This is an optimization exercise on Yosys and OpenROAD, whose aim is small area, a short achievable clock period and few clock cycles per item, not a production implementation.
Where RTL was checked, it was by simulation tests only, not by an equivalence proof against the original.

==> v32 <==
==> flow/design.v (excerpt) <==
module npu_requant #(
  localparam int M_LEN  = 32,
  localparam int S_LEN  = 32,
  localparam int SH_LEN = 5
) (
  input  logic              clk_i,
  input  logic              rstn_i,
  input  logic              clear_i,
  input  logic [M_LEN-1:0]  acc_i,
  input  logic [S_LEN-1:0]  mult_i,
  input  logic [SH_LEN-1:0] shift_i,
  input  logic              valid_i,
  output logic              ready_o,
  output logic [M_LEN-1:0]  data_o,
  output logic              valid_o,
  input  logic              ready_i
);
==> flow/config.mk <==
export PLATFORM = sky130hd
export DESIGN_NAME = npu_requant
export DESIGN_NICKNAME = npu_requant
export VERILOG_FILES = /design/flow/design.v
export SDC_FILE = /design/flow/constraint.sdc
export NUM_CORES = 4
export LEC_CHECK = 0
export CAP_MARGIN = 5
export CORE_MARGIN = 2
export CORE_UTILIZATION = 60
export CTS_BUF_LIST = sky130_fd_sc_hd__clkbuf_8
export SETUP_SLACK_MARGIN = 5
export SLEW_MARGIN = 5
export SYNTH_HIERARCHICAL = 1
export SYNTH_MINIMUM_KEEP_SIZE = 0
==> flow/constraint.sdc <==
create_clock -name core_clock -period 10.0 [get_ports {clk_i}]
set_input_delay 2.0000 -clock core_clock [delete_from_list [all_inputs] [get_ports {clk_i}]]
set_output_delay 2.0000 -clock core_clock [all_outputs]
set_load 0.01 [all_outputs]
standard.sh (not shown) runs the stock make flow with config.mk's settings and CLKGATE_MAP_FILE= SYNTH_SCRIPT=/design/flow/synth_recipe.tcl, a recipe that flattens the netlist after the stock synthesis.
==> flow/flow/run.sh <==
#!/bin/bash
# The standard ORFS layout (standard.sh) with different repair settings:
#   SETUP_SLACK_MARGIN=5.7 "BUFFER_PORTS_ARGS=-buffer_cell sky130_fd_sc_hd__buf_1" "CTS_ARGS=-sink_clustering_enable -repair_clock_nets -buf_list sky130_fd_sc_hd__clkbuf_8 -dont_use_dummy_load -sink_clustering_size 16 -sink_clustering_max_diameter 110"
# All of the flow's output goes to standard.log; ORFS keeps each step's log under orfs/logs.
set -euo pipefail
bash standard.sh SETUP_SLACK_MARGIN=5.7 "BUFFER_PORTS_ARGS=-buffer_cell sky130_fd_sc_hd__buf_1" "CTS_ARGS=-sink_clustering_enable -repair_clock_nets -buf_list sky130_fd_sc_hd__clkbuf_8 -dont_use_dummy_load -sink_clustering_size 16 -sink_clustering_max_diameter 110" finish > standard.log 2>&1
==> v36 (differences from v32) <==
==> flow/flow/run.sh (replaced) <==
#!/bin/bash
# The standard ORFS layout (standard.sh) with different repair settings:
#   SETUP_SLACK_MARGIN=5.6 "BUFFER_PORTS_ARGS=-buffer_cell sky130_fd_sc_hd__buf_1"
# All of the flow's output goes to standard.log; ORFS keeps each step's log under orfs/logs.
set -euo pipefail
bash standard.sh SETUP_SLACK_MARGIN=5.6 "BUFFER_PORTS_ARGS=-buffer_cell sky130_fd_sc_hd__buf_1" finish > standard.log 2>&1
- CAP_MARGIN: 5 -> 10
- CORE_UTILIZATION: 60 -> 50
- SLEW_MARGIN: 5 -> 10
==> v26 (differences from v32) <==
--- a/flow/design.v
+++ b/flow/design.v
@@ -17,25 +17,25 @@
 );
   localparam int L = 16;   
   logic en;
   assign en      = ready_i;
   assign ready_o = ready_i;
-  logic [15:0] one_d, two_d, neg_d;
+  logic [31:0]   accn1_q;             
+  logic [31:0]   mult1_q;
+  logic [15:0]   onen1_q, twon1_q;    
+  logic [15:0]   neg1_q;              
   always_comb begin
     for (int i = 0; i < 16; i++) begin
       logic y0, y1, y2;
-      y0 = (i == 0) ? 1'b0 : mult_i[2*i-1];
-      y1 = mult_i[2*i];
-      y2 = mult_i[2*i+1];
-      one_d[i] = y1 ^ y0;
-      two_d[i] = (y2 & ~y1 & ~y0) | (~y2 & y1 & y0);
-      neg_d[i] = y2;
+      y0 = (i == 0) ? 1'b0 : mult1_q[2*i-1];
+      y1 = mult1_q[2*i];
+      y2 = mult1_q[2*i+1];
+      onen1_q[i] = ~(y1 ^ y0);
+      twon1_q[i] = ~((y2 & ~y1 & ~y0) | (~y2 & y1 & y0));
+      neg1_q[i]  = y2;
     end
   end
-  logic [31:0]   accn1_q;             
-  logic [15:0]   onen1_q, twon1_q;    
-  logic [15:0]   neg1_q;              
   logic [4:0]    sh1_q, sh2_q;
   logic [63:L]   a2_q, b2_q;
   logic          cl2_q;
   logic [31:0]   data3_q;
   logic          v1_q, v2_q, v3_q;
@@ -1364,13 +1364,11 @@
   assign data_o  = data3_q;
   assign valid_o = v3_q;
   always_ff @(posedge clk_i) begin
     if (en) begin
       accn1_q <= ~acc_i;
-      onen1_q <= ~one_d;
-      twon1_q <= ~two_d;
-      neg1_q  <= neg_d;
+      mult1_q <= mult_i;
       sh1_q   <= shift_i;
       a2_q    <= ta[63:L];
       b2_q    <= tb[63:L];
       cl2_q   <= cl;
       sh2_q   <= sh1_q;
==> flow/flow/run.sh (replaced) <==
#!/bin/bash
# The standard ORFS layout (standard.sh) with different repair settings:
#   SETUP_SLACK_MARGIN=5.7 "BUFFER_PORTS_ARGS=-buffer_cell sky130_fd_sc_hd__buf_1"
# All of the flow's output goes to standard.log; ORFS keeps each step's log under orfs/logs.
set -euo pipefail
bash standard.sh SETUP_SLACK_MARGIN=5.7 "BUFFER_PORTS_ARGS=-buffer_cell sky130_fd_sc_hd__buf_1" finish > standard.log 2>&1
==> v13 (differences from v32) <==
==> flow/flow/run.sh (replaced) <==
#!/bin/bash
# The standard ORFS layout (standard.sh) with different repair settings:
#   SETUP_SLACK_MARGIN=5.75 "BUFFER_PORTS_ARGS=-buffer_cell sky130_fd_sc_hd__buf_1" "CTS_ARGS=-sink_clustering_enable -repair_clock_nets -buf_list sky130_fd_sc_hd__clkbuf_8 -dont_use_dummy_load -sink_clustering_size 12 -sink_clustering_max_diameter 100"
# All of the flow's output goes to standard.log; ORFS keeps each step's log under orfs/logs.
set -euo pipefail
bash standard.sh SETUP_SLACK_MARGIN=5.75 "BUFFER_PORTS_ARGS=-buffer_cell sky130_fd_sc_hd__buf_1" "CTS_ARGS=-sink_clustering_enable -repair_clock_nets -buf_list sky130_fd_sc_hd__clkbuf_8 -dont_use_dummy_load -sink_clustering_size 12 -sink_clustering_max_diameter 100" finish > standard.log 2>&1
- CORE_UTILIZATION: 60 -> 65
==> notes <==
Synthesized cell count is the same in v36 and v13.
Wire length: v36 is higher than v32 (about 1.3%).
Against v26, the register-to-register slack of v13 is better by 570 ps.
Setup slack, highest first: v13, v32, v36, v26.
Utilization: v36 < v32 < v13 < v26.
Against v13, the flip-flop and latch count of v26 is lower by 16.
Count of clock-buffer cells in the layout is the same in v26 and v36.
First-iteration DRC count, lowest first: v36, v32, v13, v26.
==> figures <==
| item | v36 | v32 | v26 | v13 |
|---|---|---|---|---|
| Fraction of layout cells with a size suffix above 1 | 8.74% | 8.61% | 27.2% | 9.69% |
| Wire length on met1 | 38.4 mm | 36.3 mm | 41.0 mm | 34.7 mm |
| Cell count after synthesis | 2545 | 2545 | 2515 | 2545 |
| Met1 Usage GRT | 43.0% | 51.4% | 58.6% | 54.5% |
| Horiz. Die Dim | 248 µm | 226 µm | 225 µm | 218 µm |
| Top sig layer | met5 | met4 | met5 | met4 |
| Number of levels in the clock H-tree | 2 | 1 | 2 | 1 |
| Final Cell Area | 32900 µm² | 32700 µm² | 37000 µm² | 32900 µm² |
| Post-Synth Adder-Cell Area | 36.7% | 36.7% | 37.3% | 36.7% |
| Result of the run | complete, no violations | complete, no violations | complete, no violations | complete, no violations |
| Crit path from | accn1_q[16] | accn1_q[21] | mult1_q[11] | accn1_q[31] |
| Number of buffers created by CTS | 41 | 18 | 40 | 22 |
| DR WL met2 | 43.0 mm | 42.5 mm | 48.4 mm | 42.4 mm |
| Multi-input logic portion of the cell area | 68.4% | 69.2% | 65.6% | 68.9% |
Testbench counts of v32, summed over its fixed seeds: cycles 8,012, items 8,000.
Testbench counts of v36, summed over its fixed seeds: cycles 8,012, items 8,000.
Testbench counts of v13, summed over its fixed seeds: cycles 8,012, items 8,000.
For v26, only the layout was checked, not whether the RTL still works.

-- port drivers added, routing unchanged --
The flow's constraints put no driver on any port. The routed layouts listed below were extracted and timed again, unchanged, in two steps. Step 1: set_driving_cell puts a clkbuf_16 on clk_i and a buf_2 on each other input, an assumption about the parent block. Step 2 times the ports against the registers' clock, not the clock port: input delays grow and output delays shrink by t, the midpoint of the rising clock arrivals with the driver on. a / b / c = no drivers / after step 1 / after step 2; a / b = the first two.
run | shift t [ns] | setup WS [ns] | clock arrival spread, ns | pins driven straight from the clock port
v32 | 0.637 | 5.716 / 5.716 / 5.399 | 0.049 / 0.049 | 1
v36 | 0.692 | 5.608 / 5.472 / 5.472 | 0.059 / 0.059 | 1
v26 | 0.706 | 5.167 / 5.167 / 5.167 | 0.098 / 0.098 | 1
v13 | 0.661 | 5.738 / 5.611 / 5.610 | 0.033 / 0.033 | 1
After both steps setup and hold are still met in every run listed. The setup slack of v32, which loses most, moves by 0.000 ns with the drivers and by -0.317 ns with both steps.
